This is an optimization exercise on Yosys and OpenROAD, whose aim is small area, a short achievable clock period and few clock cycles per item, not a production implementation. Function was not checked in any run shown here: the RTL went through the layout flow alone. No activity file was given, so power comes from the tool's default toggle rates.

`flow/config.mk`:
```
export PLATFORM = sky130hd
export DESIGN_NAME = fir_decimator_top
export DESIGN_NICKNAME = fir_decimator_top
export VERILOG_FILES = /design/flow/design.v
export SDC_FILE = /design/flow/constraint.sdc
export NUM_CORES = 4
export LEC_CHECK = 0
export CAP_MARGIN = 20
export CORE_MARGIN = 2
export CORE_UTILIZATION = 40
export SETUP_SLACK_MARGIN = 4.25
export SLEW_MARGIN = 20
```
`flow/run.sh`:
```
#!/bin/bash
# synth_recipe.tcl (not shown) runs the flow's synth.tcl, then flattens the netlist and writes it again
# the make line also repeats each setting of config.mk as NAME=value (left out here)
make -C /OpenROAD-flow-scripts/flow DESIGN_CONFIG=/design/flow/config.mk WORK_HOME=/design/flow/orfs CLKGATE_MAP_FILE= SYNTH_SCRIPT=/design/flow/synth_recipe.tcl finish
```
`flow/design.v`:
```
`default_nettype none
package fir_pkg;
	typedef logic signed [5-1:0] sample_t;  
	typedef logic signed [9-1:0] coef_t;    
	typedef logic signed [17-1:0] acc_t;      
	typedef enum logic [2:0] {
		PH_INIT,
		PH0,
		PH1,
		PH2,
		PH3,
		PH4
	} phase_t;
endpackage
`default_nettype wire
`default_nettype none
module fir_decimator_top
(
	input wire logic clk,
	input wire logic resetn,
	input wire logic in_valid,
	input wire fir_pkg::sample_t data_in,
	input wire logic out_credit,
	output logic in_credit,
	output logic out_valid,
	output fir_pkg::sample_t data_out
);
	logic [4:0] m1;              
	logic [6:0] m3;              
	logic [7:0] m5;              
	logic [4:0] selA;            
	logic [4:0] nph;             
	logic done1;                 
	logic done2;                 
	logic [4:0] hi_r, hi_nx;     
	logic k9_r, k9_nx;           
	logic pend;                  
	logic ov;
	logic [4:0] res;
	logic [4:0] res_nx;
	logic [1:0] ocred;           
	logic [2:0] owe;             
	logic [3:0] commit;          
	logic icr;
	logic [4:0] u;
	logic [1:0] ocred_nx;
	logic [1:0] ocred_s;
	logic [3:0] commit_d;
	logic [2:0] owe_d;
	logic c_le8, c_le13;
	logic icr_nx;
	logic send;
	logic pend_nx;
	assign u = {~data_in[4], data_in[3:0]};
	logic [13:0] r10;
	assign r10 = ({14{selA[0]}} & 14'({5'(m1), 1'd0}))
		| ({14{selA[1]}} & 14'(5'(m1)))
		| ({14{selA[2]}} & 14'({5'(~m1), 1'd0}))
		| ({14{selA[3]}} & 14'(5'(~m1)))
		| ({14{selA[4]}} & 14'(5'(m1)));
	logic [13:0] r11;
	assign r11 = ({14{selA[0]}} & 14'({7'(m3), 2'd0}))
		| ({14{selA[1]}} & 14'({7'(m3), 2'd0}))
		| ({14{selA[3]}} & 14'({5'(~m1), 3'd0}));
	logic [13:0] r20;
	assign r20 = ({14{selA[0]}} & 14'({7'(m3), 6'd0}))
		| ({14{selA[1]}} & 14'({7'(m3), 5'd0}))
		| ({14{selA[3]}} & 14'({8'(~m5), 3'd0}))
		| ({14{selA[4]}} & 14'({5'(~m1), 4'd0}));
	logic [13:0] r21;
	assign r21 = ({14{selA[0]}} & 14'(5'(m1)))
		| ({14{selA[1]}} & 14'(7'(m3)))
		| ({14{selA[2]}} & 14'(7'(~m3)))
		| ({14{selA[3]}} & 14'(5'(m1)))
		| ({14{selA[4]}} & 14'({5'(m1), 1'd0}));
	logic [13:0] r30;
	assign r30 = ({14{selA[0]}} & 14'({5'(~m1), 4'd0}))
		| ({14{selA[1]}} & 14'({8'(~m5), 3'd0}))
		| ({14{selA[3]}} & 14'({7'(m3), 5'd0}))
		| ({14{selA[4]}} & 14'({7'(m3), 6'd0}));
	logic [13:0] r31;
	assign r31 = ({14{selA[0]}} & 14'({5'(m1), 1'd0}))
		| ({14{selA[1]}} & 14'(5'(m1)))
		| ({14{selA[2]}} & 14'(7'(~m3)))
		| ({14{selA[3]}} & 14'(7'(m3)))
		| ({14{selA[4]}} & 14'(5'(m1)));
	logic [10:0] r40;
	assign r40 = ({11{selA[0]}} & 11'(5'(m1)))
		| ({11{selA[1]}} & 11'(5'(~m1)))
		| ({11{selA[2]}} & 11'({5'(~m1), 1'd0}))
		| ({11{selA[3]}} & 11'(5'(m1)))
		| ({11{selA[4]}} & 11'({5'(m1), 1'd0}));
	logic [10:0] r41;
	assign r41 = ({11{selA[1]}} & 11'({5'(~m1), 3'd0}))
		| ({11{selA[3]}} & 11'({7'(m3), 2'd0}))
		| ({11{selA[4]}} & 11'({7'(m3), 2'd0}));
	logic [13:0] s1, as1, ns1;
	logic [13:1] c1, ac1, nc1;
	assign as1 = selA[0] ? s2 : s1;
	assign ac1 = selA[0] ? c2 : c1;
	logic t1_1, t1_2, t1_3, t1_4, t1_5, t1_6, t1_7, t1_8, t1_9, t1_10, t1_11, t1_12, t1_13, t1_14, t1_15, t1_16;
	assign ns1[0] = as1[0] ^ r10[0];
	assign nc1[1] = as1[0] & r10[0];
	assign t1_1 = as1[1] ^ ac1[1] ^ r10[1];
	assign t1_2 = (as1[1] & ac1[1]) | (as1[1] & r10[1]) | (ac1[1] & r10[1]);
	assign ns1[1] = t1_1;
	assign nc1[2] = 1'b0;
	assign t1_3 = as1[2] ^ ac1[2] ^ r10[2];
	assign t1_4 = (as1[2] & ac1[2]) | (as1[2] & r10[2]) | (ac1[2] & r10[2]);
	assign ns1[2] = t1_3 ^ r11[2] ^ t1_2;
	assign nc1[3] = (t1_3 & r11[2]) | (t1_3 & t1_2) | (r11[2] & t1_2);
	assign t1_5 = as1[3] ^ ac1[3] ^ r10[3];
	assign t1_6 = (as1[3] & ac1[3]) | (as1[3] & r10[3]) | (ac1[3] & r10[3]);
	assign ns1[3] = t1_5 ^ r11[3] ^ t1_4;
	assign nc1[4] = (t1_5 & r11[3]) | (t1_5 & t1_4) | (r11[3] & t1_4);
	assign t1_7 = as1[4] ^ ac1[4] ^ r10[4];
	assign t1_8 = (as1[4] & ac1[4]) | (as1[4] & r10[4]) | (ac1[4] & r10[4]);
	assign ns1[4] = t1_7 ^ r11[4] ^ t1_6;
	assign nc1[5] = (t1_7 & r11[4]) | (t1_7 & t1_6) | (r11[4] & t1_6);
	assign t1_9 = as1[5] ^ ac1[5] ^ r10[5];
	assign t1_10 = (as1[5] & ac1[5]) | (as1[5] & r10[5]) | (ac1[5] & r10[5]);
	assign ns1[5] = t1_9 ^ r11[5] ^ t1_8;
	assign nc1[6] = (t1_9 & r11[5]) | (t1_9 & t1_8) | (r11[5] & t1_8);
	assign t1_11 = as1[6] ^ ac1[6] ^ r11[6];
	assign t1_12 = (as1[6] & ac1[6]) | (as1[6] & r11[6]) | (ac1[6] & r11[6]);
	assign ns1[6] = t1_11 ^ t1_10;
	assign nc1[7] = t1_11 & t1_10;
	assign t1_13 = as1[7] ^ ac1[7] ^ r11[7];
	assign t1_14 = (as1[7] & ac1[7]) | (as1[7] & r11[7]) | (ac1[7] & r11[7]);
	assign ns1[7] = t1_13 ^ t1_12;
	assign nc1[8] = t1_13 & t1_12;
	assign t1_15 = as1[8] ^ ac1[8] ^ r11[8];
	assign t1_16 = (as1[8] & ac1[8]) | (as1[8] & r11[8]) | (ac1[8] & r11[8]);
	assign ns1[8] = t1_15 ^ t1_14;
	assign nc1[9] = t1_15 & t1_14;
	assign ns1[9] = as1[9] ^ ac1[9] ^ t1_16;
	assign nc1[10] = (as1[9] & ac1[9]) | (as1[9] & t1_16) | (ac1[9] & t1_16);
	assign ns1[10] = as1[10] ^ ac1[10];
	assign nc1[11] = as1[10] & ac1[10];
	assign ns1[11] = as1[11] ^ ac1[11];
	assign nc1[12] = as1[11] & ac1[11];
	assign ns1[12] = as1[12] ^ ac1[12];
	assign nc1[13] = as1[12] & ac1[12];
	assign ns1[13] = as1[13] ^ ac1[13];
	logic [13:0] s2, as2, ns2;
	logic [13:1] c2, ac2, nc2;
	assign as2 = selA[0] ? s3 : s2;
	assign ac2 = selA[0] ? c3 : c2;
	logic t2_1, t2_2, t2_3, t2_4, t2_5, t2_6, t2_7, t2_8, t2_9, t2_10, t2_11, t2_12, t2_13, t2_14, t2_15, t2_16, t2_17, t2_18, t2_19, t2_20, t2_21, t2_22, t2_23, t2_24;
	assign ns2[0] = as2[0] ^ r21[0];
	assign nc2[1] = as2[0] & r21[0];
	assign t2_1 = as2[1] ^ ac2[1] ^ r21[1];
	assign t2_2 = (as2[1] & ac2[1]) | (as2[1] & r21[1]) | (ac2[1] & r21[1]);
	assign ns2[1] = t2_1;
	assign nc2[2] = 1'b0;
	assign t2_3 = as2[2] ^ ac2[2] ^ r21[2];
	assign t2_4 = (as2[2] & ac2[2]) | (as2[2] & r21[2]) | (ac2[2] & r21[2]);
	assign ns2[2] = t2_3 ^ t2_2;
	assign nc2[3] = t2_3 & t2_2;
	assign t2_5 = as2[3] ^ ac2[3] ^ r20[3];
	assign t2_6 = (as2[3] & ac2[3]) | (as2[3] & r20[3]) | (ac2[3] & r20[3]);
	assign ns2[3] = t2_5 ^ r21[3] ^ t2_4;
	assign nc2[4] = (t2_5 & r21[3]) | (t2_5 & t2_4) | (r21[3] & t2_4);
	assign t2_7 = as2[4] ^ ac2[4] ^ r20[4];
	assign t2_8 = (as2[4] & ac2[4]) | (as2[4] & r20[4]) | (ac2[4] & r20[4]);
	assign ns2[4] = t2_7 ^ r21[4] ^ t2_6;
	assign nc2[5] = (t2_7 & r21[4]) | (t2_7 & t2_6) | (r21[4] & t2_6);
	assign t2_9 = as2[5] ^ ac2[5] ^ r20[5];
	assign t2_10 = (as2[5] & ac2[5]) | (as2[5] & r20[5]) | (ac2[5] & r20[5]);
	assign ns2[5] = t2_9 ^ r21[5] ^ t2_8;
	assign nc2[6] = (t2_9 & r21[5]) | (t2_9 & t2_8) | (r21[5] & t2_8);
	assign t2_11 = as2[6] ^ ac2[6] ^ r20[6];
	assign t2_12 = (as2[6] & ac2[6]) | (as2[6] & r20[6]) | (ac2[6] & r20[6]);
	assign ns2[6] = t2_11 ^ r21[6] ^ t2_10;
	assign nc2[7] = (t2_11 & r21[6]) | (t2_11 & t2_10) | (r21[6] & t2_10);
	assign t2_13 = as2[7] ^ ac2[7] ^ r20[7];
	assign t2_14 = (as2[7] & ac2[7]) | (as2[7] & r20[7]) | (ac2[7] & r20[7]);
	assign ns2[7] = t2_13 ^ t2_12;
	assign nc2[8] = t2_13 & t2_12;
	assign t2_15 = as2[8] ^ ac2[8] ^ r20[8];
	assign t2_16 = (as2[8] & ac2[8]) | (as2[8] & r20[8]) | (ac2[8] & r20[8]);
	assign ns2[8] = t2_15 ^ t2_14;
	assign nc2[9] = t2_15 & t2_14;
	assign t2_17 = as2[9] ^ ac2[9] ^ r20[9];
	assign t2_18 = (as2[9] & ac2[9]) | (as2[9] & r20[9]) | (ac2[9] & r20[9]);
	assign ns2[9] = t2_17 ^ t2_16;
	assign nc2[10] = t2_17 & t2_16;
	assign t2_19 = as2[10] ^ ac2[10] ^ r20[10];
	assign t2_20 = (as2[10] & ac2[10]) | (as2[10] & r20[10]) | (ac2[10] & r20[10]);
	assign ns2[10] = t2_19 ^ t2_18;
	assign nc2[11] = t2_19 & t2_18;
	assign t2_21 = as2[11] ^ ac2[11] ^ r20[11];
	assign t2_22 = (as2[11] & ac2[11]) | (as2[11] & r20[11]) | (ac2[11] & r20[11]);
	assign ns2[11] = t2_21 ^ t2_20;
	assign nc2[12] = t2_21 & t2_20;
	assign t2_23 = as2[12] ^ ac2[12] ^ r20[12];
	assign t2_24 = (as2[12] & ac2[12]) | (as2[12] & r20[12]) | (ac2[12] & r20[12]);
	assign ns2[12] = t2_23 ^ t2_22;
	assign nc2[13] = t2_23 & t2_22;
	assign ns2[13] = as2[13] ^ ac2[13] ^ t2_24;
	logic [13:0] s3, as3, ns3;
	logic [13:1] c3, ac3, nc3;
	assign as3 = selA[0] ? 14'(s4) : s3;
	assign ac3 = selA[0] ? 13'(c4) : c3;
	logic t3_1, t3_2, t3_3, t3_4, t3_5, t3_6, t3_7, t3_8, t3_9, t3_10, t3_11, t3_12, t3_13, t3_14, t3_15, t3_16, t3_17, t3_18, t3_19, t3_20, t3_21, t3_22, t3_23, t3_24;
	assign ns3[0] = as3[0] ^ r31[0];
	assign nc3[1] = as3[0] & r31[0];
	assign t3_1 = as3[1] ^ ac3[1] ^ r31[1];
	assign t3_2 = (as3[1] & ac3[1]) | (as3[1] & r31[1]) | (ac3[1] & r31[1]);
	assign ns3[1] = t3_1;
	assign nc3[2] = 1'b0;
	assign t3_3 = as3[2] ^ ac3[2] ^ r31[2];
	assign t3_4 = (as3[2] & ac3[2]) | (as3[2] & r31[2]) | (ac3[2] & r31[2]);
	assign ns3[2] = t3_3 ^ t3_2;
	assign nc3[3] = t3_3 & t3_2;
	assign t3_5 = as3[3] ^ ac3[3] ^ r30[3];
	assign t3_6 = (as3[3] & ac3[3]) | (as3[3] & r30[3]) | (ac3[3] & r30[3]);
	assign ns3[3] = t3_5 ^ r31[3] ^ t3_4;
	assign nc3[4] = (t3_5 & r31[3]) | (t3_5 & t3_4) | (r31[3] & t3_4);
	assign t3_7 = as3[4] ^ ac3[4] ^ r30[4];
	assign t3_8 = (as3[4] & ac3[4]) | (as3[4] & r30[4]) | (ac3[4] & r30[4]);
	assign ns3[4] = t3_7 ^ r31[4] ^ t3_6;
	assign nc3[5] = (t3_7 & r31[4]) | (t3_7 & t3_6) | (r31[4] & t3_6);
	assign t3_9 = as3[5] ^ ac3[5] ^ r30[5];
	assign t3_10 = (as3[5] & ac3[5]) | (as3[5] & r30[5]) | (ac3[5] & r30[5]);
	assign ns3[5] = t3_9 ^ r31[5] ^ t3_8;
	assign nc3[6] = (t3_9 & r31[5]) | (t3_9 & t3_8) | (r31[5] & t3_8);
	assign t3_11 = as3[6] ^ ac3[6] ^ r30[6];
	assign t3_12 = (as3[6] & ac3[6]) | (as3[6] & r30[6]) | (ac3[6] & r30[6]);
	assign ns3[6] = t3_11 ^ r31[6] ^ t3_10;
	assign nc3[7] = (t3_11 & r31[6]) | (t3_11 & t3_10) | (r31[6] & t3_10);
	assign t3_13 = as3[7] ^ ac3[7] ^ r30[7];
	assign t3_14 = (as3[7] & ac3[7]) | (as3[7] & r30[7]) | (ac3[7] & r30[7]);
	assign ns3[7] = t3_13 ^ t3_12;
	assign nc3[8] = t3_13 & t3_12;
	assign t3_15 = as3[8] ^ ac3[8] ^ r30[8];
	assign t3_16 = (as3[8] & ac3[8]) | (as3[8] & r30[8]) | (ac3[8] & r30[8]);
	assign ns3[8] = t3_15 ^ t3_14;
	assign nc3[9] = t3_15 & t3_14;
	assign t3_17 = as3[9] ^ ac3[9] ^ r30[9];
	assign t3_18 = (as3[9] & ac3[9]) | (as3[9] & r30[9]) | (ac3[9] & r30[9]);
	assign ns3[9] = t3_17 ^ t3_16;
	assign nc3[10] = t3_17 & t3_16;
	assign t3_19 = as3[10] ^ ac3[10] ^ r30[10];
	assign t3_20 = (as3[10] & ac3[10]) | (as3[10] & r30[10]) | (ac3[10] & r30[10]);
	assign ns3[10] = t3_19 ^ t3_18;
	assign nc3[11] = t3_19 & t3_18;
	assign t3_21 = as3[11] ^ ac3[11] ^ r30[11];
	assign t3_22 = (as3[11] & ac3[11]) | (as3[11] & r30[11]) | (ac3[11] & r30[11]);
	assign ns3[11] = t3_21 ^ t3_20;
	assign nc3[12] = t3_21 & t3_20;
	assign t3_23 = as3[12] ^ ac3[12] ^ r30[12];
	assign t3_24 = (as3[12] & ac3[12]) | (as3[12] & r30[12]) | (ac3[12] & r30[12]);
	assign ns3[12] = t3_23 ^ t3_22;
	assign nc3[13] = t3_23 & t3_22;
	assign ns3[13] = as3[13] ^ ac3[13] ^ t3_24;
	logic [10:0] s4, as4, ns4;
	logic [10:1] c4, ac4, nc4;
	assign as4 = selA[0] ? 11'd232 : s4;
	assign ac4 = selA[0] ? 10'd0 : c4;
	logic t4_1, t4_2, t4_3, t4_4, t4_5, t4_6, t4_7, t4_8, t4_9, t4_10, t4_11, t4_12, t4_13, t4_14, t4_15, t4_16;
	assign ns4[0] = as4[0] ^ r40[0];
	assign nc4[1] = as4[0] & r40[0];
	assign t4_1 = as4[1] ^ ac4[1] ^ r40[1];
	assign t4_2 = (as4[1] & ac4[1]) | (as4[1] & r40[1]) | (ac4[1] & r40[1]);
	assign ns4[1] = t4_1;
	assign nc4[2] = 1'b0;
	assign t4_3 = as4[2] ^ ac4[2] ^ r40[2];
	assign t4_4 = (as4[2] & ac4[2]) | (as4[2] & r40[2]) | (ac4[2] & r40[2]);
	assign ns4[2] = t4_3 ^ r41[2] ^ t4_2;
	assign nc4[3] = (t4_3 & r41[2]) | (t4_3 & t4_2) | (r41[2] & t4_2);
	assign t4_5 = as4[3] ^ ac4[3] ^ r40[3];
	assign t4_6 = (as4[3] & ac4[3]) | (as4[3] & r40[3]) | (ac4[3] & r40[3]);
	assign ns4[3] = t4_5 ^ r41[3] ^ t4_4;
	assign nc4[4] = (t4_5 & r41[3]) | (t4_5 & t4_4) | (r41[3] & t4_4);
	assign t4_7 = as4[4] ^ ac4[4] ^ r40[4];
	assign t4_8 = (as4[4] & ac4[4]) | (as4[4] & r40[4]) | (ac4[4] & r40[4]);
	assign ns4[4] = t4_7 ^ r41[4] ^ t4_6;
	assign nc4[5] = (t4_7 & r41[4]) | (t4_7 & t4_6) | (r41[4] & t4_6);
	assign t4_9 = as4[5] ^ ac4[5] ^ r40[5];
	assign t4_10 = (as4[5] & ac4[5]) | (as4[5] & r40[5]) | (ac4[5] & r40[5]);
	assign ns4[5] = t4_9 ^ r41[5] ^ t4_8;
	assign nc4[6] = (t4_9 & r41[5]) | (t4_9 & t4_8) | (r41[5] & t4_8);
	assign t4_11 = as4[6] ^ ac4[6] ^ r41[6];
	assign t4_12 = (as4[6] & ac4[6]) | (as4[6] & r41[6]) | (ac4[6] & r41[6]);
	assign ns4[6] = t4_11 ^ t4_10;
	assign nc4[7] = t4_11 & t4_10;
	assign t4_13 = as4[7] ^ ac4[7] ^ r41[7];
	assign t4_14 = (as4[7] & ac4[7]) | (as4[7] & r41[7]) | (ac4[7] & r41[7]);
	assign ns4[7] = t4_13 ^ t4_12;
	assign nc4[8] = t4_13 & t4_12;
	assign t4_15 = as4[8] ^ ac4[8] ^ r41[8];
	assign t4_16 = (as4[8] & ac4[8]) | (as4[8] & r41[8]) | (ac4[8] & r41[8]);
	assign ns4[8] = t4_15 ^ t4_14;
	assign nc4[9] = t4_15 & t4_14;
	assign ns4[9] = as4[9] ^ ac4[9] ^ t4_16;
	assign nc4[10] = (as4[9] & ac4[9]) | (as4[9] & t4_16) | (ac4[9] & t4_16);
	assign ns4[10] = as4[10] ^ ac4[10];
	assign hi_nx = s1[13:9] + c1[13:9];
	assign k9_nx = 10'({1'b0, s1[8:0]} + {1'b0, c1[8:1], 1'b0}) >> 9;
	assign res_nx = hi_r + 5'(k9_r) + 5'd4;
	always_ff @(posedge clk)
	begin
		s1 <= ns1;
		c1 <= nc1;
	end
	always_ff @(posedge clk, negedge resetn)
	begin
		if (!resetn)
		begin
			s2 <= 14'd13723;
			c2 <= '0;
			s3 <= 14'd7284;
			c3 <= '0;
			s4 <= 11'd845;
			c4 <= '0;
		end
		else
		begin
			s2 <= ns2;
			c2 <= nc2;
			s3 <= ns3;
			c3 <= nc3;
			s4 <= ns4;
			c4 <= nc4;
		end
	end
	assign out_valid = ov;
	assign data_out = res;
	assign in_credit = icr;
	assign send = ov;
	assign ocred_s = ocred - {1'b0, send};
	assign ocred_nx = out_credit ? ocred_s + 2'd1 : ocred_s;
	assign c_le8 = commit <= 4'd8;
	assign c_le13 = commit <= 4'd13;
	assign icr_nx = (owe != 3'd0) && (send ? (c_le13 || ocred[1]) : (c_le8 || ((ocred != 2'd0) && c_le13)));
	assign pend_nx = done2 || (pend && !send);
	assign owe_d = owe - {2'b0, icr_nx};
	assign commit_d = commit - (send ? 4'd5 : 4'd0) + {3'b0, icr_nx};
	always_ff @(posedge clk)
	begin
		m1 <= u;
		m3 <= {2'b0, u} + {1'b0, u, 1'b0};
		m5 <= {3'b0, u} + {1'b0, u, 2'b0};
		selA <= in_valid ? nph : 5'd0;
		ov <= pend_nx && (ocred_s != 2'd0);
		icr <= icr_nx;
		hi_r <= hi_nx;
		k9_r <= k9_nx;
		if (done2)
			res <= res_nx;
	end
	always_ff @(posedge clk, negedge resetn)
	begin
		if (!resetn)
		begin
			nph <= 5'd1;
			done1 <= 1'b0;
			done2 <= 1'b0;
			pend <= 1'b0;
			ocred <= 2'd2;
			owe <= 3'd0;
			commit <= 4'd4;
		end
		else
		begin
			if (in_valid)
				nph <= {nph[3:0], nph[4]};
			done1 <= selA[4];
			done2 <= done1;
			pend <= pend_nx;
			ocred <= ocred_nx;
			owe <= in_valid ? owe_d + 3'd1 : owe_d;
			commit <= commit_d;
		end
	end
endmodule
`default_nettype wire
```
`flow/constraint.sdc`:
```
create_clock -name core_clock -period 6.5 [get_ports {clk}]
set_input_delay 1.3000 -clock core_clock [delete_from_list [all_inputs] [get_ports {clk}]]
set_output_delay 1.3000 -clock core_clock [all_outputs]
set_load 0.01 [all_outputs]
```
==> impl_metrics.csv, run 1 <==
group,metric,value,unit
outcome,status,"complete, no violations",
pwr,powerDensity,252,nW/µm²
sta,period_share,0.345,
sta,rsz0062_at_grt,"true",
drt,drc,0,
pwr,clockPowerShare,0.390,
grt,grt_remaining_overflow,0,
yosys,synth_commonest_cells,"inv_1, dfrtp_1, nand2_1",
layout,fin_nets,858,
yosys,syn_avg_cell_area,11.9,µm²
yosys,synthTopCellsByArea,"dfrtp_1, fa_1, dfxtp_1, ha_1, dfstp_2",
drt,firstDrtPassIters,5,
yosys,ys.flop_type,"dfrtp_1",
sta,fin_setup_tns,0,ps
min_path,hold_path.class,"reg -> reg",
place,io_buffers,15,
worst_setup_path,path_buf_inv,1,
grt,grt_use_total,0.167,
job,max-cap-violations,0,
floorplan,core.rowCount,51,
grt,grt_first_pass_wirelength,27800,µm
layout,drive_gt1_frac,0.259,
clock_tree,cts.sinks,150,
pwr,p_int,1.73,mW
sta,setup_viol_count_final,0,
place,dp_hpwl,12000,µm
yosys,synth_top_cell_by_area,"dfrtp_1",
layout,multi_input_area,4200,µm²
yosys,syn_nets,808,
layout,diodes,0,
sta,max_freq,446,MHz
grt,antenna_found_initial,0,
yosys,netlist_area,8070,µm²
worst_setup_path,worstPathMaxFanout,1,
clock_tree,clk_path_buf_depth,2,
sta,hold_ws,352,ps
floorplan,die_x,146,µm
grt,grt_start_max_net_pins,73,
yosys,seq_area_frac_synth,0.437,
clock_tree,cts_root_buf,"clkbuf_16",
yosys,syn_inst,679,
clock_tree,clk_latency,430,ps
sta,fin_skew,7.64,ps
yosys,yosysMostFrequentCell,"inv_1",
drt,wl,17200,µm
worst_setup_path,path_class,"reg -> out",
worst_setup_path,critical-path-max-stage-delay,370,ps
pwr,leakage,4.71,nW
drt,drtIter0Drc,343,
clock_tree,htreeDepth,4,
sta,slew_viol_final,0,
floorplan,core,19700,µm²
clock_tree,cts_made_buffers,17,
drt,num_vias,5046,
pwr,vdd.ir_drop.worst,191,µV
sta,slew_headroom,0.398,
worst_setup_path,crit_slowest_cell,"edfxtp_1",
place,gp_congestion,0.862,
layout,seqCellArea,3550,µm²
floorplan,io_pins,16,
drt,ant_nets,0,
clock_tree,cts_tree,"built",
drt,via_per_inst,5.01,
sta,min_period,2240,ps
pwr,p_switching,0.676,mW
sta,hold_viol_final,0,
grt,grt_pass1_vias,5394,
floorplan,die-area,21300,µm²
yosys,synth_seq_cells,150,
drt,post_drt_wl_per_cell,17.1,µm
floorplan,start_util,0.411,
layout,fill_cells,1805,
pwr,switching_share,0.281,
yosys,synth_edf_count,5,
pwr,power_frac_seq,0.460,
clock_tree,clk_pin_slew_worst_paths,70,ps
worst_setup_path,critPathArrivalTime,940,ps
yosys,yosysTopAreaCellShare,0.198,
yosys,yosys_warnings,1,
yosys,synth_cell_types,48,
sta,worst_pin_slew,903,ps
worst_setup_path,path_delay_family,"flip-flops",
pwr,power_frac_comb,0.150,
worst_setup_path,crit_chain,"buf_2",
worst_setup_path,cp.required,5200,ps
worst_setup_path,worstSetupStartpointType,"register",
clock_tree,cts_hold_buf,0,
floorplan,die_h,146,µm
layout,syn2layout_area_growth,18.1,%
worst_setup_path,setup.worst_path.end_class,"primary output",
yosys,async_flop_share,0.593,
## path summary, 6_finish.rpt
path	start	endpoint	slack (ps)	depth (start not counted)
worst max-delay path	res[2]$_DFFE_PP_	data_out[2]	4260	1
worst min-delay path	done1$_DFF_PN0_	done2$_DFF_PN0_	350	0
worst max register to register	selA[0]$_SDFF_PN0_	s2[3]$_DFF_PN1_	4300	6
worst min register to register	done1$_DFF_PN0_	done2$_DFF_PN0_	350	0
max in group asynchronous	resetn	c4[3]$_DFF_PN0_	4610	2
min in group asynchronous	resetn	ocred[0]$_DFF_PN0_	730	1
## power groups by stage
stage / Sequential, mW / Clock [mW] / Combinational (mW)
5_1_grt: 1.12 / 1.00 / 0.428
2_1_floorplan: 1.09 / 0 / 0.279
6_report: 1.11 / 0.938 / 0.359
3_5_place_dp: 1.12 / 0 / 0.360
3_3_place_gp: 1.11 / 0 / 0.330
4_1_cts: 1.10 / 0.961 / 0.361
## registers in the layout (all words and copies together) (netlist names), 4 cells and up
| signal | flops |
|---|---|
| selA | 5 |
| s4 | 11 |
| commit | 4 |
| s3 | 14 |
| s1 | 14 |
| c3 | 12 |
| c4 | 9 |
| c1 | 12 |
| m5 | 8 |
| s2 | 14 |
| nph | 5 |
| hi_r | 5 |
| c2 | 12 |
| m3 | 6 |
| res | 5 |
## stage by stage
step	setup slack (ps)	utilization	instances	cell area [µm²]	power, mW
CTS	4200	0.467	979	9180	2.42
global placement	3360	0.428	934	8420	1.44
finish	4260	0.485	1007	9540	2.40
floorplan	4240	-	679	8100	1.37
detailed placement	3340	0.428	934	8420	1.48
global route	4210	0.485	1007	9540	2.55
## cells in the final DEF, fill, tap and decap left out, types with 13 or more instances in the layout
cell | netlist | layout
fa_1 | 58 | 56
o21ai_0 | 14 | 13
mux2_2 | 44 | 43
a21oi_1 | 16 | 15
nand2_1 | 63 | 60
mux2i_1 | 30 | 30
inv_1 | 73 | 67
dfxtp_1 | 56 | 49
nand2b_1 | 17 | 16
dfstp_2 | 25 | 25
dfrtp_1 | 64 | 64
buf_4 | 2 | 30
nor2b_1 | 16 | 15
clkbuf_16 | 0 | 20
xnor2_1 | 21 | 21
ha_1 | 62 | 59
## final cells by class
type                    instances  share of cell area
well taps                     265              0.0348
clock inverters                14              0.0139
repair buffers                 58              0.0625
inverters                      74              0.0311
multi-input cells             428               0.440
flip-flops and latches        150               0.372
clock buffers                  18              0.0450
## cells by family (layout without fill, tap and decap cells)
kind of cell | count (synthesis) | after routing | synth area share
compound gates | 59 | 59 | 0.0467
xor+xnor | 26 | 26 | 0.0282
fa+ha+maj | 120 | 120 | 0.240
buf+inv | 101 | 164 | 0.0566
flops | 150 | 150 | 0.437
mux | 74 | 74 | 0.0986
simple gates | 149 | 149 | 0.0927
## per-layer routing
metal | vias up | wire [µm] | track usage
met5 | - | 0 | 0
met4 | 0 | 367 | 0.0553
met3 | 31 | 845 | 0.0400
met2 | 133 | 8150 | 0.267
met1 | 2533 | 7810 | 0.225
li1 | 2349 | - | -
## what timing repair did
item,CTS,global route
gates resized for setup,54,33
cloned,1,3
setup endpoints to repair,85,24
endpoints found under the hold margin,0,0
buffers inserted,12,25
pin swaps,1,12
==> run 2, diff against run 1 <==
--- a/flow/config.mk
+++ b/flow/config.mk
@@ -8,5 +8,6 @@
 export CAP_MARGIN = 20
 export CORE_MARGIN = 2
 export CORE_UTILIZATION = 40
+export CTS_BUF_LIST = sky130_fd_sc_hd__clkbuf_8
 export SETUP_SLACK_MARGIN = 4.25
 export SLEW_MARGIN = 20
==> run 2 against run 1 <==
  * Synthesized cell count is the same
  * Synthesized area is the same
  * Final area shrank 2.1%
  * Worst setup slack lost 50 ps
  * First-iteration DRC count shrank 2.9%
  * Maximum frequency shrank 2.2%
  * Still clean
  * Clock power shrank 27%
  * Core utilization shrank 1.0 points
  * Wire length shrank 0.70%
==> impl_metrics.csv, run 2 <==
group,metric,value,unit
sta,fin_skew,13.1,ps
layout,layout_commonest_cell,"inv_1",
pwr,power,2.14,mW
layout,syn2layout_area_growth,15.7,%
yosys,synth_top_cell_by_area,"dfrtp_1",
layout,largestRegisters,"s1 x14, s2 x14, s3 x14",
min_path,hold_path.class,"reg -> reg",
worst_setup_path,worstPathMaxFanout,1,
drt,drtIter0Drc,333,
clock_tree,htreeDepth,4,
sta,setup_viol_count_final,0,
floorplan,die-area,21300,µm²
layout,postLayoutCellArea,9340,µm²
outcome,status,"complete, no violations",
clock_tree,cts.sinks,150,
drt,num_vias,4991,
min_path,holdPathStages,0,
grt,grt_remaining_overflow,0,
worst_setup_path,crit_slowest_cell,"edfxtp_1",
clock_tree,cts_root_buf,"clkbuf_8",
worst_setup_path,r2r_start,"selA[0]$_SDFF_PN0_",
yosys,yosysTopAreaCellShare,0.198,
grt,grtUsageMet1,0.225,
yosys,synth_commonest_cells,"inv_1, dfrtp_1, nand2_1",
clock_tree,clk_latency,470,ps
layout,drive_gt1_frac,0.251,
floorplan,core.rowCount,51,
yosys,netlist_area,8070,µm²
floorplan,start_util,0.411,
yosys,synth_cell_types,48,
sta,slew_headroom,0.398,
worst_setup_path,path_delay_family,"flip-flops",
yosys,syn_avg_cell_area,11.9,µm²
sta,hold_viol_final,0,
yosys,synth_seq_cells,150,
yosys,yosysMostFrequentCell,"inv_1",
layout,utilization,0.475,
layout,layout_common_cells,"inv_1, dfrtp_1, nand2_1, ha_1, fa_1",
floorplan,die_h,146,µm
drt,post_drt_wl_per_cell,17.0,µm
drt,wl,17100,µm
worst_setup_path,cp.required,5200,ps
layout,fin_nets,856,
grt,antenna_found_initial,0,
place,dp_hpwl,12000,µm
grt,grt_pass1_vias,5351,
sta,worst_pin_slew,903,ps
yosys,syn_inst,679,
min_path,holdPathEnd,"done2$_DFF_PN0_",
place,io_buffers,15,
sta,min_period,2290,ps
sta,fin_setup_tns,0,ps
grt,use_met2,0.267,
clock_tree,clk_pin_slew_worst_paths,100,ps
sta,period_share,0.353,
floorplan,io_pins,16,
worst_setup_path,path_class,"reg -> out",
clock_tree,clk_path_buf_depth,2,
worst_setup_path,path_buf_inv,1,
grt,grt_use_total,0.165,
min_path,hp-start,"done1$_DFF_PN0_",
sta,hold_ws,358,ps
yosys,ys.flop_type,"dfrtp_1",
drt,firstDrtPassIters,5,
floorplan,core,19700,µm²
grt,grt_first_pass_wirelength,27500,µm
clock_tree,cts_tree,"built",
drt,drc,0,
worst_setup_path,critical-path-max-stage-delay,380,ps
worst_setup_path,setup.worst_path.end_class,"primary output",
worst_setup_path,critPathArrivalTime,990,ps
yosys,yosys_warnings,1,
worst_setup_path,r2r_slack,4310,ps
worst_setup_path,crit_chain,"buf_2",
drt,ant_nets,0,
clock_tree,cts_made_buffers,17,
pwr,powerDensity,230,nW/µm²
sta,rsz0062_at_grt,"true",
floorplan,die_x,146,µm
grt,met3_usage,0.0372,
worst_setup_path,worstSetupStartpointType,"register",
yosys,syn_nets,808,
sta,slew_viol_final,0,
yosys,seq_area_frac_synth,0.437,
sta,max_freq,436,MHz
worst_setup_path,critPathLaunch,"res[2]$_DFFE_PP_",
job,max-cap-violations,0,
grt,busiest_layer,"met2",
place,gp_congestion,0.862,
grt,grt_start_max_net_pins,73,
layout,fill_cells,1829,
yosys,synth_edf_count,5,
layout,diodes,0,
worst_setup_path,reg2reg_to,"s2[6]$_DFF_PN0_",
pwr,vdd.ir_drop.worst,230,µV
worst_setup_path,reg2regPathDepth,7,
yosys,synthTopCellsByArea,"dfrtp_1, fa_1, dfxtp_1, ha_1, dfstp_2",
pwr,leakage,4.62,nW
place,dpl_cell_area,8420,µm²
yosys,async_flop_share,0.593,
drt,via_per_inst,4.97,
run 2: cell type report:
cell class	count	area, µm²	share of cell area
Clock inverter	15	136	0.0146
Tap cell	265	332	0.0355
Inverter	74	297	0.0318
Sequential cell	150	3550	0.380
Timing Repair Buffer	56	606	0.0648
Multi-Input combinational cell	428	4180	0.448
Clock buffer	17	234	0.0251
run 2: power breakdown:
group / switching (mW) / total, mW / internal [mW]
clock: 0.401 / 0.682 / 0.281
sequential: 0.0682 / 1.10 / 1.04
combinational: 0.176 / 0.358 / 0.182
total: 0.645 / 2.14 / 1.50
run 2: worst max-delay path by stage:
| stage | to | slack [ps] | cells past startpoint |
|---|---|---|---|
| CTS | data_out[1] | 4180 | 1 |
| global placement | s2[6]$_DFF_PN0_ | 3360 | 6 |
| floorplan | m3[5]$_DFF_P_ | 4240 | 6 |
| finish | data_out[2] | 4210 | 1 |
| global route | data_out[3] | 4140 | 1 |
| detailed placement | s2[6]$_DFF_PN0_ | 3340 | 6 |
run 2: cell families after synthesis:
group,synth area share
adder cells (fa/ha/maj),0.240
buffers and inverters,0.0566
flip-flops,0.437
AND/OR/NAND/NOR,0.0927
multiplexers,0.0986
XOR/XNOR,0.0282
AO/OA/AOI/OAI,0.0467
run 2: stage by stage:
stage	instances	worst slack, ps
floorplan	679	4240
global placement	934	3360
detailed placement	934	3340
CTS	979	4180
global route	1005	4140
finish	1005	4210
run 2: layer usage:
layer  vias to the layer above  part of all wire
met3                        26             0.047
met1                      2511              0.46
met4                         0             0.016
met5                         -                 0
li1                       2350                 -
met2                       104              0.47
run 2: repair_timing:
action / in CTS / in global routing
pin swaps: 1 / 10
setup buffers: 12 / 22
endpoints found under the setup margin: 85 / 26
hold buffers: 0 / 0
gates resized for setup: 51 / 31
cloned: 1 / 4
==> run 3, diff against run 2 <==
--- a/flow/config.mk
+++ b/flow/config.mk
@@ -8,6 +8,6 @@
 export CAP_MARGIN = 20
 export CORE_MARGIN = 2
 export CORE_UTILIZATION = 40
-export CTS_BUF_LIST = sky130_fd_sc_hd__clkbuf_8
+export CTS_BUF_LIST = sky130_fd_sc_hd__clkbuf_4 sky130_fd_sc_hd__clkbuf_8
 export SETUP_SLACK_MARGIN = 4.25
 export SLEW_MARGIN = 20
==> run 3 against run 2 <==
  * Sequential power hardly changed
  * Largest cell class unchanged
  * Final cell count did not move
  * Critical endpoint unchanged
  * Worst setup slack is essentially flat
  * Maximum frequency about the same
  * Combinational power is essentially flat
  * Global-route usage did not move
==> impl_metrics.csv, run 3 <==
group,metric,value,unit
layout,drive_gt1_frac,0.253,
drt,ant_nets,0,
drt,post_drt_wl_per_cell,16.9,µm
sta,fin_skew,13.7,ps
grt,grt_start_max_net_pins,73,
worst_setup_path,path_delay_family,"flip-flops",
sta,slew_viol_final,0,
sta,min_period,2290,ps
grt,grt_first_pass_wirelength,27500,µm
clock_tree,cts_root_buf,"clkbuf_8",
grt,grt_use_total,0.165,
floorplan,core,19700,µm²
sta,hold_ws,358,ps
worst_setup_path,crit_chain,"buf_2",
yosys,synth_seq_cells,150,
min_path,hold_path.class,"reg -> reg",
sta,worst_slack,4210,ps
yosys,yosys_warnings,1,
sta,hold_viol_final,0,
pwr,vdd.ir_drop.worst,230,µV
floorplan,io_pins,16,
worst_setup_path,setup.worst_path.end_class,"primary output",
drt,firstDrtPassIters,6,
layout,layout_common_cells,"inv_1, dfrtp_1, nand2_1, ha_1, fa_1",
place,placed_cells,934,
clock_tree,cts.sinks,150,
yosys,syn_nets,808,
sta,max_freq,436,MHz
worst_setup_path,path_buf_inv,1,
drt,via_per_inst,4.95,
yosys,syn_inst,679,
layout,utilization,0.475,
yosys,async_flop_share,0.593,
yosys,ys.flop_type,"dfrtp_1",
job,max-cap-violations,0,
yosys,yosysMostFrequentCell,"inv_1",
yosys,synth_edf_count,5,
worst_setup_path,critPathArrivalTime,990,ps
pwr,leakage,4.62,nW
floorplan,die_h,146,µm
layout,postLayoutCellArea,9340,µm²
yosys,seq_area_frac_synth,0.437,
clock_tree,htreeDepth,4,
sta,period_share,0.353,
min_path,holdPathStages,0,
place,pre_cts_slack,3340,ps
yosys,synthTopCellsByArea,"dfrtp_1, fa_1, dfxtp_1, ha_1, dfstp_2",
sta,setup_viol_count_final,0,
clock_tree,clk_path_buf_depth,2,
worst_setup_path,cp.required,5200,ps
drt,num_vias,4977,
layout,fin_nets,856,
floorplan,core.rowCount,51,
layout,diodes,0,
worst_setup_path,worstPathMaxFanout,1,
drt,drtIter0Drc,341,
yosys,yosysTopAreaCellShare,0.198,
grt,antenna_found_initial,0,
place,dp_hpwl,12000,µm
place,io_buffers,15,
clock_tree,cts_made_buffers,17,
clock_tree,cts_hold_buf,0,
layout,layout_commonest_cell,"inv_1",
worst_setup_path,crit_slowest_cell,"edfxtp_1",
layout,largestRegisters,"s1 x14, s2 x14, s3 x14",
sta,rsz0062_at_grt,"true",
worst_setup_path,reg2regPathDepth,7,
place,dpl_cell_area,8420,µm²
outcome,status,"complete, no violations",
worst_setup_path,path_class,"reg -> out",
place,gp_congestion,0.862,
clock_tree,clk_latency,470,ps
pwr,power,2.15,mW
grt,grt_pass1_vias,5351,
yosys,synth_commonest_cells,"inv_1, dfrtp_1, nand2_1",
layout,syn2layout_area_growth,15.7,%
floorplan,die_x,146,µm
yosys,synth_top_cell_by_area,"dfrtp_1",
sta,slew_headroom,0.401,
pwr,powerDensity,230,nW/µm²
floorplan,start_util,0.411,
drt,wl,17000,µm
sta,worst_pin_slew,899,ps
yosys,syn_avg_cell_area,11.9,µm²
worst_setup_path,crit_cells,1,
floorplan,die-area,21300,µm²
clock_tree,cts_tree,"built",
layout,stdcell_count,1005,
grt,grt_remaining_overflow,0,
sta,fin_setup_tns,0,ps
drt,drc,0,
clock_tree,clk_pin_slew_worst_paths,100,ps
yosys,netlist_area,8070,µm²
worst_setup_path,worstSetupStartpointType,"register",
worst_setup_path,critical-path-max-stage-delay,380,ps
yosys,synth_cell_types,48,
## run 3: worst paths after layout
path                            slack (ps)          startpoint            endpoint
worst max-delay path                  4210    res[2]$_DFFE_PP_         data_out[2]
min in group asynchronous              690              resetn  ocred[0]$_DFF_PN0_
worst max register to register        4310  selA[0]$_SDFF_PN0_     s2[6]$_DFF_PN0_
worst min register to register         360     done1$_DFF_PN0_     done2$_DFF_PN0_
max in group asynchronous             4650              resetn     s3[0]$_DFF_PN0_
worst min-delay path                   360     done1$_DFF_PN0_     done2$_DFF_PN0_
## run 3: cell type report
| type | count | area [µm²] |
|---|---|---|
| Fill cell | 1826 | 10300 |
| Timing Repair Buffer | 56 | 606 |
| Multi-Input combinational cell | 428 | 4180 |
| Sequential cell | 150 | 3550 |
| Clock inverter | 14 | 133 |
| Tap cell | 265 | 332 |
| Inverter | 74 | 297 |
| Clock buffer | 18 | 241 |
## run 3: cell families (layout without fill, tap and decap cells)
group | after synthesis | after routing | share of synthesized area
XOR/XNOR | 26 | 26 | 0.0282
multiplexers | 74 | 74 | 0.0986
flip-flops | 150 | 150 | 0.437
adder cells (fa/ha/maj) | 120 | 120 | 0.240
AO/OA/AOI/OAI | 59 | 59 | 0.0467
buffers and inverters | 101 | 162 | 0.0566
AND/OR/NAND/NOR | 149 | 149 | 0.0927
## run 3: power breakdown
part | leakage [nW] | internal, mW | switching [mW]
sequential | 1.64 | 1.04 | 0.0680
clock | 0.188 | 0.287 | 0.400
combinational | 2.80 | 0.182 | 0.176
## run 3: per-layer routing
metal  global-route usage  vias to the layer above  share of wire
met2                0.267                       96           0.48
met3               0.0372                       22          0.045
met4               0.0490                        0          0.016
met1                0.225                     2510           0.46
met5                    0                        -              0
li1                     -                     2349              -
## run 3: repair_timing
| item | in CTS | in global routing |
|---|---|---|
| pin swaps | 1 | 10 |
| resized for setup | 51 | 31 |
| setup endpoints to repair | 85 | 26 |
| gates cloned | 1 | 4 |
| buffers inserted | 12 | 22 |
==> run 4, diff against run 3 <==
--- a/flow/config.mk
+++ b/flow/config.mk
@@ -8,6 +8,5 @@
 export CAP_MARGIN = 20
 export CORE_MARGIN = 2
 export CORE_UTILIZATION = 40
-export CTS_BUF_LIST = sky130_fd_sc_hd__clkbuf_4 sky130_fd_sc_hd__clkbuf_8
-export SETUP_SLACK_MARGIN = 4.25
+export SETUP_SLACK_MARGIN = 4.32
 export SLEW_MARGIN = 20
==> run 4 against run 3 <==
  * Still clean on timing, DRC and antenna
  * Flip-flop and latch count unchanged
  * Critical path depth did not move
  * Combinational power increased by 3%
  * Global-route usage is 0.28 points higher
  * Sequential share of layout area is 0.37 points lower
  * Count of clock-buffer cells in the layout unchanged
  * Core utilization grew 0.44 points
  * Register-to-register slack lost 20 ps
  * Maximum frequency increased by 1.5%
  * Largest power group unchanged
==> impl_metrics.csv, run 4 <==
group,metric,value,unit
outcome,status,"complete, no violations",
clock_tree,cts_made_buffers,17,
drt,post_drt_wl_per_cell,17.1,µm
worst_setup_path,critical-path-max-stage-delay,380,ps
yosys,seq_area_frac_synth,0.437,
yosys,async_flop_share,0.593,
drt,wl_met1,7660,µm
pwr,vdd.ir_drop.worst,244,µV
yosys,synth-xor-area-share,0.0282,
sta,slew_viol_final,0,
pwr,leakage,4.63,nW
clock_tree,clk_latency,430,ps
clock_tree,cts_tree,"built",
yosys,netlist_area,8070,µm²
drt,highest_layer,"met4",
floorplan,core.rowCount,51,
floorplan,start_util,0.411,
grt,grt_remaining_overflow,0,
floorplan,die_x,146,µm
sta,rsz0062_at_grt,"true",
yosys,synth_compound_area_frac,0.0467,
floorplan,die_h,146,µm
worst_setup_path,worstPathMaxFanout,1,
drt,wl,17000,µm
layout,utilization,0.480,
yosys,synth_cell_types,48,
worst_setup_path,path_class,"reg -> out",
sta,fin_setup_tns,0,ps
worst_setup_path,path_buf_inv,1,
yosys,muxShareOfSynthArea,0.0986,
clock_tree,cts_root_buf,"clkbuf_16",
drt,via_per_inst,4.99,
min_path,hold_path.class,"reg -> reg",
clock_tree,cts.sinks,150,
grt,antenna_found_initial,0,
layout,fin_nets,846,
drt,num_vias,4967,
layout,layout_commonest_cell,"inv_1",
drt,ant_nets,0,
floorplan,io_pins,16,
yosys,syn_avg_cell_area,11.9,µm²
pwr,powerDensity,258,nW/µm²
grt,grt_pass1_vias,5249,
floorplan,core,19700,µm²
place,dp_hpwl,11700,µm
sta,slew_headroom,0.375,
worst_setup_path,path_delay_family,"flip-flops",
drt,met3_length,905,µm
yosys,syn_nets,808,
grt,grt_use_total,0.168,
drt,wl_met2,7940,µm
yosys,yosysTopAreaCellShare,0.198,
sta,hold_viol_final,0,
sta,worst_pin_slew,937,ps
worst_setup_path,cp.required,5200,ps
clock_tree,clk_pin_slew_worst_paths,70,ps
yosys,ys.flop_type,"dfrtp_1",
layout,diodes,0,
layout,largestRegisters,"s1 x14, s2 x14, s3 x14",
yosys,synth_top_family_by_area,"adder cells",
layout,syn2layout_area_growth,16.8,%
yosys,synth_fa_ha_area_frac,0.240,
yosys,synth_edf_count,5,
sta,fin_skew,3.70,ps
grt,grt_first_pass_wirelength,27600,µm
sta,max_freq,443,MHz
worst_setup_path,crit_slowest_cell,"edfxtp_1",
yosys,synth_seq_cells,150,
place,gp_congestion,0.890,
clock_tree,htreeDepth,4,
yosys,synthTopCellsByArea,"dfrtp_1, fa_1, dfxtp_1, ha_1, dfstp_2",
layout,layout_common_cells,"inv_1, dfrtp_1, nand2_1",
drt,drc,0,
worst_setup_path,critPathArrivalTime,960,ps
yosys,yosysMostFrequentCell,"inv_1",
floorplan,die-area,21300,µm²
drt,firstDrtPassIters,5,
sta,setup_viol_count_final,0,
sta,period_share,0.347,
pwr,power,2.43,mW
yosys,synth_commonest_cells,"inv_1, dfrtp_1, nand2_1",
clock_tree,clk_path_buf_depth,2,
drt,drtIter0Drc,372,
grt,grt_start_max_net_pins,75,
worst_setup_path,worstSetupStartpointType,"register",
yosys,synthSimpleGateAreaFrac,0.0927,
place,io_buffers,15,
layout,drive_gt1_frac,0.244,
worst_setup_path,crit_chain,"buf_2",
yosys,syn_inst,679,
job,max-cap-violations,0,
yosys,synth_top_cell_by_area,"dfrtp_1",
worst_setup_path,setup.worst_path.end_class,"primary output",
sta,min_period,2260,ps
yosys,yosys_warnings,1,
## run 4: final cells by class
type / instances / area [µm²]
fillers: 1777 / 10200
multi-input cells: 428 / 4200
flip-flops and latches: 150 / 3550
repair buffers: 46 / 484
clock buffers: 18 / 439
well taps: 265 / 332
inverters: 74 / 293
clock inverters: 14 / 135
## run 4: final timing paths
kind / endpoint / slack, ps / cells past startpoint / start
max in group asynchronous: c3[5]$_DFF_PN0_ / 4610 / 2 / resetn
min in group asynchronous: commit[1]$_DFF_PN0_ / 720 / 1 / resetn
min: done2$_DFF_PN0_ / 350 / 0 / done1$_DFF_PN0_
min reg2reg: done2$_DFF_PN0_ / 350 / 0 / done1$_DFF_PN0_
max: data_out[4] / 4240 / 1 / res[4]$_DFFE_PP_
max reg2reg: s3[6]$_DFF_PN1_ / 4290 / 6 / selA[0]$_SDFF_PN0_
## run 4: power breakdown
part / switching (mW) / internal (mW) / leakage, nW
Combinational: 0.178 / 0.192 / 2.71
Clock: 0.434 / 0.517 / 0.277
Sequential: 0.0740 / 1.04 / 1.64
Total: 0.686 / 1.75 / 4.63
## run 4: metal layers
metal | vias up | track usage
met5 | - | 0
met4 | 0 | 0.0660
met3 | 41 | 0.0441
met2 | 137 | 0.260
met1 | 2464 | 0.227
li1 | 2325 | -
## run 4: what timing repair did
| action | 4_1_cts | 5_1_grt |
|---|---|---|
| buffers inserted | 22 | 4 |
| pin swaps | 4 | 11 |
| setup endpoints to repair | 95 | 28 |
| hold buffers | 0 | 0 |
| resized for setup | 67 | 19 |
| cloned | 0 | 3 |
## run 4: stage by stage
stage	instances	instance area [µm²]	hold slack (ps)	worst slack, ps
final	995	9430	350	4240
after global routing	995	9430	356	4190
after CTS	988	9290	353	4210
after detailed placement	934	8440	338	3470
after global placement	934	8440	336	3510
after floorplan	679	8120	331	4240
## run 4: kinds of logic (layout without fill, tap and decap cells)
family | after synthesis | count (layout)
DFF | 150 | 150
and+or+nand+nor | 149 | 149
adders and majority gates | 120 | 120
buffers and inverters | 101 | 152
muxes | 74 | 74
AOI/OAI and AO/OA | 59 | 59
xor gates and xnor gates | 26 | 26
==> run 5, diff against run 4 <==
--- a/flow/config.mk
+++ b/flow/config.mk
@@ -8,5 +8,7 @@
 export CAP_MARGIN = 20
 export CORE_MARGIN = 2
 export CORE_UTILIZATION = 40
-export SETUP_SLACK_MARGIN = 4.32
+export CTS_CLUSTER_DIAMETER = 100
+export CTS_CLUSTER_SIZE = 50
+export SETUP_SLACK_MARGIN = 4.35
 export SLEW_MARGIN = 20
==> run 5 against run 4 <==
  * Synthesized area unchanged
  * Die area did not move
  * Final area rose by 0.56%
  * Wire length decreased by 1.2%
  * Via count rose by 0.44%
  * Clock skew grew 4.4 ps
  * Worst setup slack better by 13 ps
  * Clock power is 2.8% lower
  * Critical path depth unchanged
  * First-iteration DRC count shrank 12%
  * Sequential power about the same
  * Synthesized cell count unchanged
  * Critical path type unchanged
  * Largest cell class unchanged
  * Highest routed layer unchanged
==> impl_metrics.csv, run 5 <==
group,metric,value,unit
layout,diodes,0,
yosys,yosys_warnings,1,
yosys,netlist_area,8070,µm²
floorplan,io_pins,16,
sta,min_period,2250,ps
drt,ant_nets,0,
floorplan,die-area,21300,µm²
pwr,clockPowerShare,0.377,
place,gp_congestion,0.883,
pwr,vdd.ir_drop.worst,241,µV
floorplan,core.rowCount,51,
yosys,synth_seq_cells,150,
yosys,synth_top_cell_by_area,"dfrtp_1",
worst_setup_path,crit_slowest_cell,"edfxtp_1",
drt,wl,16800,µm
layout,layout_commonest_cell,"inv_1",
sta,setup_viol_count_final,0,
sta,worst_pin_slew,976,ps
worst_setup_path,crit_chain,"buf_2",
min_path,hold_path.class,"reg -> reg",
drt,drc,0,
grt,grt_remaining_overflow,0,
grt,grt_first_pass_wirelength,27400,µm
yosys,async_flop_share,0.593,
drt,via_per_inst,4.99,
yosys,yosysTopAreaCellShare,0.198,
worst_setup_path,critPathArrivalTime,950,ps
pwr,p_switching,0.689,mW
place,placed_cells,934,
yosys,syn_inst,679,
layout,largestRegisters,"s1 x14, s2 x14, s3 x14",
drt,post_drt_wl_per_cell,16.8,µm
pwr,leakage,4.64,nW
yosys,syn_nets,808,
yosys,synthTopCellsByArea,"dfrtp_1, fa_1, dfxtp_1, ha_1, dfstp_2",
grt,antenna_found_initial,0,
yosys,yosysMostFrequentCell,"inv_1",
place,dp_hpwl,11900,µm
sta,fin_skew,8.10,ps
sta,hold_viol_final,0,
worst_setup_path,setup.worst_path.end_class,"primary output",
layout,syn2layout_area_growth,17.5,%
worst_setup_path,critical-path-max-stage-delay,370,ps
sta,max_freq,445,MHz
layout,drive_gt1_frac,0.259,
pwr,power_frac_seq,0.454,
pwr,powerDensity,258,nW/µm²
layout,layout_common_cells,"inv_1, dfrtp_1, nand2_1",
layout,postLayoutCellArea,9480,µm²
outcome,status,"complete, no violations",
worst_setup_path,worstSetupStartpointType,"register",
place,dpl_cell_area,8440,µm²
layout,stdcell_count,999,
worst_setup_path,path_class,"reg -> out",
grt,grt_start_max_net_pins,77,
worst_setup_path,cp.required,5200,ps
layout,fill_cells,1785,
yosys,seq_area_frac_synth,0.437,
clock_tree,cts_root_buf,"clkbuf_16",
job,max-cap-violations,0,
yosys,synth_commonest_cells,"inv_1, dfrtp_1, nand2_1",
floorplan,die_x,146,µm
yosys,synth_edf_count,5,
layout,fin_nets,850,
sta,slew_headroom,0.349,
drt,firstDrtPassIters,5,
pwr,power_frac_comb,0.169,
floorplan,start_util,0.411,
worst_setup_path,path_buf_inv,1,
sta,period_share,0.345,
sta,fin_setup_tns,0,ps
worst_setup_path,path_delay_family,"flip-flops",
floorplan,die_h,146,µm
clock_tree,htreeDepth,4,
sta,slew_viol_final,0,
worst_setup_path,worstPathMaxFanout,1,
place,io_buffers,15,
clock_tree,clk_pin_slew_worst_paths,70,ps
yosys,synth_cell_types,48,
clock_tree,cts_hold_buf,0,
floorplan,core,19700,µm²
clock_tree,clk_latency,430,ps
grt,grt_use_total,0.163,
pwr,p_int,1.76,mW
clock_tree,cts.sinks,150,
clock_tree,cts_made_buffers,17,
drt,num_vias,4989,
pwr,switching_share,0.281,
drt,drtIter0Drc,326,
sta,rsz0062_at_grt,"true",
clock_tree,cts_tree,"built",
clock_tree,clk_path_buf_depth,2,
yosys,syn_avg_cell_area,11.9,µm²
yosys,ys.flop_type,"dfrtp_1",
grt,grt_pass1_vias,5180,
-- run 5: cell counts after synthesis --
Identical to the previous run, type by type.
-- run 5: cell families after synthesis --
| family | after synthesis | synth area share |
|---|---|---|
| adder cells (fa/ha/maj) | 120 | 0.240 |
| buffers and inverters | 101 | 0.0566 |
| AO/OA/AOI/OAI | 59 | 0.0467 |
| multiplexers | 74 | 0.0986 |
| AND/OR/NAND/NOR | 149 | 0.0927 |
| flip-flops | 150 | 0.437 |
| XOR/XNOR | 26 | 0.0282 |
-- run 5: worst paths after layout --
path,start,end,slack [ps],cells after the start
hold / removal,done1$_DFF_PN0_,done2$_DFF_PN0_,350,0
min in group asynchronous,resetn,commit[1]$_DFF_PN0_,700,1
hold reg to reg,done1$_DFF_PN0_,done2$_DFF_PN0_,350,0
setup / recovery,res[3]$_DFFE_PP_,data_out[3],4250,1
max in group asynchronous,resetn,s2[9]$_DFF_PN0_,4580,2
setup reg to reg,selA[0]$_SDFF_PN0_,s3[6]$_DFF_PN1_,4280,6
-- run 5: metrics by stage --
step / setup WS (ps) / total power [mW] / hold WS, ps / util
2_1_floorplan: 4240 / 1.37 / 331 / -
3_3_place_gp: 3550 / 1.45 / 336 / 0.429
3_5_place_dp: 3430 / 1.48 / 337 / 0.429
4_1_cts: 4220 / 2.42 / 349 / 0.467
5_1_grt: 4220 / 2.59 / 353 / 0.482
6_report: 4250 / 2.45 / 349 / 0.482
-- run 5: repair_timing --
item / in CTS / in global routing
pin swaps: 0 / 18
gates cloned: 1 / 3
gates resized for setup: 67 / 35
setup endpoints to repair: 95 / 44
buffers inserted: 14 / 15
-- run 5: power groups by stage --
stage	Combinational, mW	Sequential (mW)	Clock, mW
2_1_floorplan	0.279	1.09	0
3_3_place_gp	0.329	1.12	0
3_5_place_dp	0.356	1.13	0
4_1_cts	0.363	1.11	0.948
5_1_grt	0.482	1.12	0.987
6_report	0.413	1.11	0.924
-- run 5: layer usage --
| metal | wire, µm | track usage |
|---|---|---|
| met5 | 0 | 0 |
| met4 | 466 | 0.0694 |
| met3 | 720 | 0.0250 |
| met1 | 7680 | 0.227 |
| met2 | 7930 | 0.257 |
-- run 5: final cells by class --
type                       instances  area [µm²]  area share
clock buffer                      17         425      0.0449
clock inverter                    15         134      0.0141
inverter                          74         295      0.0311
multi-input combinational        428        4260       0.449
sequential                       150        3550       0.375
tap                              265         332      0.0350
timing repair buffer              49         483      0.0509
timing repair inverter             1        5.00    0.000528
==> run 6, diff against run 5 <==
--- a/flow/config.mk
+++ b/flow/config.mk
@@ -8,7 +8,7 @@
 export CAP_MARGIN = 20
 export CORE_MARGIN = 2
 export CORE_UTILIZATION = 40
-export CTS_CLUSTER_DIAMETER = 100
-export CTS_CLUSTER_SIZE = 50
+export CTS_CLUSTER_DIAMETER = 60
+export CTS_CLUSTER_SIZE = 30
 export SETUP_SLACK_MARGIN = 4.35
 export SLEW_MARGIN = 20
==> run 6 against run 5 <==
  * Critical path depth did not move
  * Die area did not move
  * Synthesized cell count did not move
  * First-iteration DRC count did not move
  * Sequential power barely moved
  * Global-route usage did not move
  * Total power did not move
  * Non-clock buffer count did not move
  * Combinational power barely moved
  * Core utilization did not move
  * Via count did not move
  * Largest cell class unchanged
==> impl_metrics.csv, run 6 <==
group,metric,value,unit
sta,slew_viol_final,0,
worst_setup_path,critPathArrivalTime,950,ps
floorplan,die-area,21300,µm²
layout,layout_commonest_cell,"inv_1",
drt,firstDrtPassIters,5,
drt,drc,0,
floorplan,io_pins,16,
clock_tree,cts_hold_buf,0,
yosys,yosys_warnings,1,
yosys,netlist_area,8070,µm²
pwr,power_frac_comb,0.169,
sta,max_freq,445,MHz
clock_tree,clk_pin_slew_worst_paths,70,ps
clock_tree,cts_made_buffers,17,
yosys,seq_area_frac_synth,0.437,
floorplan,die_x,146,µm
yosys,syn_avg_cell_area,11.9,µm²
worst_setup_path,crit_slowest_cell,"edfxtp_1",
place,io_buffers,15,
worst_setup_path,crit_chain,"buf_2",
yosys,synth_top_cell_by_area,"dfrtp_1",
sta,setup_viol_count_final,0,
clock_tree,cts.sinks,150,
worst_setup_path,reg2regPathDepth,6,
yosys,synth_seq_cells,150,
worst_setup_path,critical-path-max-stage-delay,370,ps
worst_setup_path,r2r_start,"selA[0]$_SDFF_PN0_",
layout,drive_gt1_frac,0.259,
outcome,status,"complete, no violations",
floorplan,core,19700,µm²
worst_setup_path,path_delay_family,"flip-flops",
pwr,clockPowerShare,0.377,
sta,hold_viol_final,0,
grt,antenna_found_initial,0,
clock_tree,clk_latency,430,ps
worst_setup_path,path_buf_inv,1,
clock_tree,htreeDepth,4,
pwr,leakage,4.64,nW
min_path,holdPathEnd,"done2$_DFF_PN0_",
grt,grt_start_max_net_pins,77,
drt,via_per_inst,4.99,
worst_setup_path,crit_cells,1,
yosys,syn_nets,808,
pwr,vdd.ir_drop.worst,241,µV
sta,min_period,2250,ps
floorplan,start_util,0.411,
clock_tree,cts_tree,"built",
sta,fin_skew,8.10,ps
drt,wl,16800,µm
drt,ant_nets,0,
sta,worst_pin_slew,976,ps
layout,largestRegisters,"s1 x14, s2 x14, s3 x14",
clock_tree,cts_root_buf,"clkbuf_16",
drt,post_drt_wl_per_cell,16.8,µm
grt,grt_remaining_overflow,0,
min_path,holdPathStages,0,
worst_setup_path,setup.worst_path.end_class,"primary output",
sta,period_share,0.345,
layout,syn2layout_area_growth,17.5,%
worst_setup_path,reg2reg_to,"s3[6]$_DFF_PN1_",
drt,num_vias,4989,
worst_setup_path,r2r_slack,4280,ps
min_path,hold_path.class,"reg -> reg",
job,max-cap-violations,0,
layout,fill_cells,1785,
place,dp_hpwl,11900,µm
clock_tree,clk_path_buf_depth,2,
worst_setup_path,worstPathMaxFanout,1,
grt,grt_first_pass_wirelength,27400,µm
pwr,p_switching,0.689,mW
pwr,power,2.45,mW
layout,layout_common_cells,"inv_1, dfrtp_1, nand2_1",
drt,drtIter0Drc,326,
yosys,synth_cell_types,48,
sta,fin_setup_tns,0,ps
worst_setup_path,worstSetupStartpointType,"register",
floorplan,core.rowCount,51,
yosys,ys.flop_type,"dfrtp_1",
layout,diodes,0,
worst_setup_path,cp.required,5200,ps
grt,grt_pass1_vias,5180,
pwr,power_frac_seq,0.454,
yosys,synthTopCellsByArea,"dfrtp_1, fa_1, dfxtp_1, ha_1, dfstp_2",
place,gp_congestion,0.883,
yosys,synth_commonest_cells,"inv_1, dfrtp_1, nand2_1",
floorplan,die_h,146,µm
layout,fin_nets,850,
grt,grt_use_total,0.163,
min_path,hp-start,"done1$_DFF_PN0_",
sta,rsz0062_at_grt,"true",
yosys,syn_inst,679,
pwr,switching_share,0.281,
worst_setup_path,path_class,"reg -> out",
yosys,async_flop_share,0.593,
sta,slew_headroom,0.349,
pwr,p_int,1.76,mW
yosys,synth_edf_count,5,
yosys,yosysTopAreaCellShare,0.198,
pwr,powerDensity,258,nW/µm²
yosys,yosysMostFrequentCell,"inv_1",
run 6: power groups by stage:
| stage | clock (mW) | combinational [mW] | sequential, mW |
|---|---|---|---|
| 2_1_floorplan | 0 | 0.279 | 1.09 |
| 3_3_place_gp | 0 | 0.329 | 1.12 |
| 3_5_place_dp | 0 | 0.356 | 1.13 |
| 4_1_cts | 0.948 | 0.363 | 1.11 |
| 5_1_grt | 0.987 | 0.482 | 1.12 |
| 6_report | 0.924 | 0.413 | 1.11 |
run 6: routing by layer:
metal | GRT usage | vias to the layer above | part of all wire
met5 | 0 | - | 0
met2 | 0.257 | 119 | 0.47
met1 | 0.227 | 2500 | 0.46
met3 | 0.0250 | 32 | 0.043
met4 | 0.0694 | 0 | 0.028
li1 | - | 2338 | -
run 6: cells by family after synthesis:
family	count (synthesis)	share of synthesized area
flops	150	0.437
simple gates	149	0.0927
compound gates	59	0.0467
fa+ha+maj	120	0.240
mux	74	0.0986
buf+inv	101	0.0566
xor+xnor	26	0.0282
run 6: repair_timing:
action                                  CTS  global route
gates cloned                              1             3
pin swaps                                 0            18
setup buffers                            14            15
resized for setup                        67            35
endpoints found under the setup margin   95            44
run 6: metrics by stage:
stage / hold slack [ps] / utilization / instances / cell area (µm²) / setup WS, ps
6_report: 349 / 0.482 / 999 / 9480 / 4250
3_3_place_gp: 336 / 0.429 / 934 / 8440 / 3550
4_1_cts: 349 / 0.467 / 981 / 9190 / 4220
3_5_place_dp: 337 / 0.429 / 934 / 8440 / 3430
5_1_grt: 353 / 0.482 / 999 / 9480 / 4220
2_1_floorplan: 331 / - / 679 / 8120 / 4240
run 6: cell type report:
| cell class | count | area [µm²] | share of cell area |
|---|---|---|---|
| multi-input combinational | 428 | 4260 | 0.449 |
| clock inverter | 15 | 134 | 0.0141 |
| clock buffer | 17 | 425 | 0.0449 |
| inverter | 74 | 295 | 0.0311 |
| timing repair inverter | 1 | 5.00 | 0.000528 |
| sequential | 150 | 3550 | 0.375 |
| timing repair buffer | 49 | 483 | 0.0509 |
| tap | 265 | 332 | 0.0350 |
run 6: worst max path at each step:
stage	start	endpoint	slack, ps
floorplan	data_in[0]	m3[5]$_DFF_P_	4240
global placement	selA[0]$_SDFF_PN0_	s1[5]$_DFF_P_	3550
detailed placement	selA[0]$_SDFF_PN0_	s1[5]$_DFF_P_	3430
CTS	res[3]$_DFFE_PP_	data_out[3]	4220
global route	res[3]$_DFFE_PP_	data_out[3]	4220
finish	res[3]$_DFFE_PP_	data_out[3]	4250

afterwards: timing with drivers on the ports:
In the flow no input, the clock included, has a driving cell. The finished layouts below were timed again as built, in two steps. Step 1 (the two cells are an assumption about what drives the block):
set clk [get_ports {clk}]
set_driving_cell -lib_cell sky130_fd_sc_hd__clkbuf_16 $clk
set_driving_cell -lib_cell sky130_fd_sc_hd__buf_2 [delete_from_list [all_inputs] $clk]
Step 2 adds t to the input delays and takes it off the output delays; t is the mean of the earliest and latest rising clock arrival at the registers after step 1. Input paths then give back, and output paths get back, about the clock's delay inside the block. a / b / c = no drivers / after step 1 / after step 2; a / b = the first two.
run | t, ns | slack for setup (ns) | latest minus earliest clock arrival (ns) | worst register clock-pin slew, ns | pins driven straight from the clock port
run 1 | 0.466 | 4.259 / 4.215 / 3.944 | 0.008 / 0.008 | 0.07 / 0.07 | 1
run 2 | 0.495 | 4.209 / 4.172 / 3.860 | 0.016 / 0.016 | 0.10 / 0.10 | 1
run 3 | 0.495 | 4.208 / 4.171 / 3.860 | 0.016 / 0.016 | 0.10 / 0.10 | 1
run 4 | 0.469 | 4.242 / 4.200 / 3.937 | 0.004 / 0.004 | 0.07 / 0.07 | 1
run 5 | 0.468 | 4.255 / 4.213 / 3.977 | 0.009 / 0.009 | 0.07 / 0.07 | 1
run 6 | 0.468 | 4.255 / 4.213 / 3.977 | 0.009 / 0.009 | 0.07 / 0.07 | 1
After both steps every run listed still meets setup and hold. The setup slack of run 2, which loses most, moves by -0.037 ns with the drivers and by -0.349 ns with both steps.
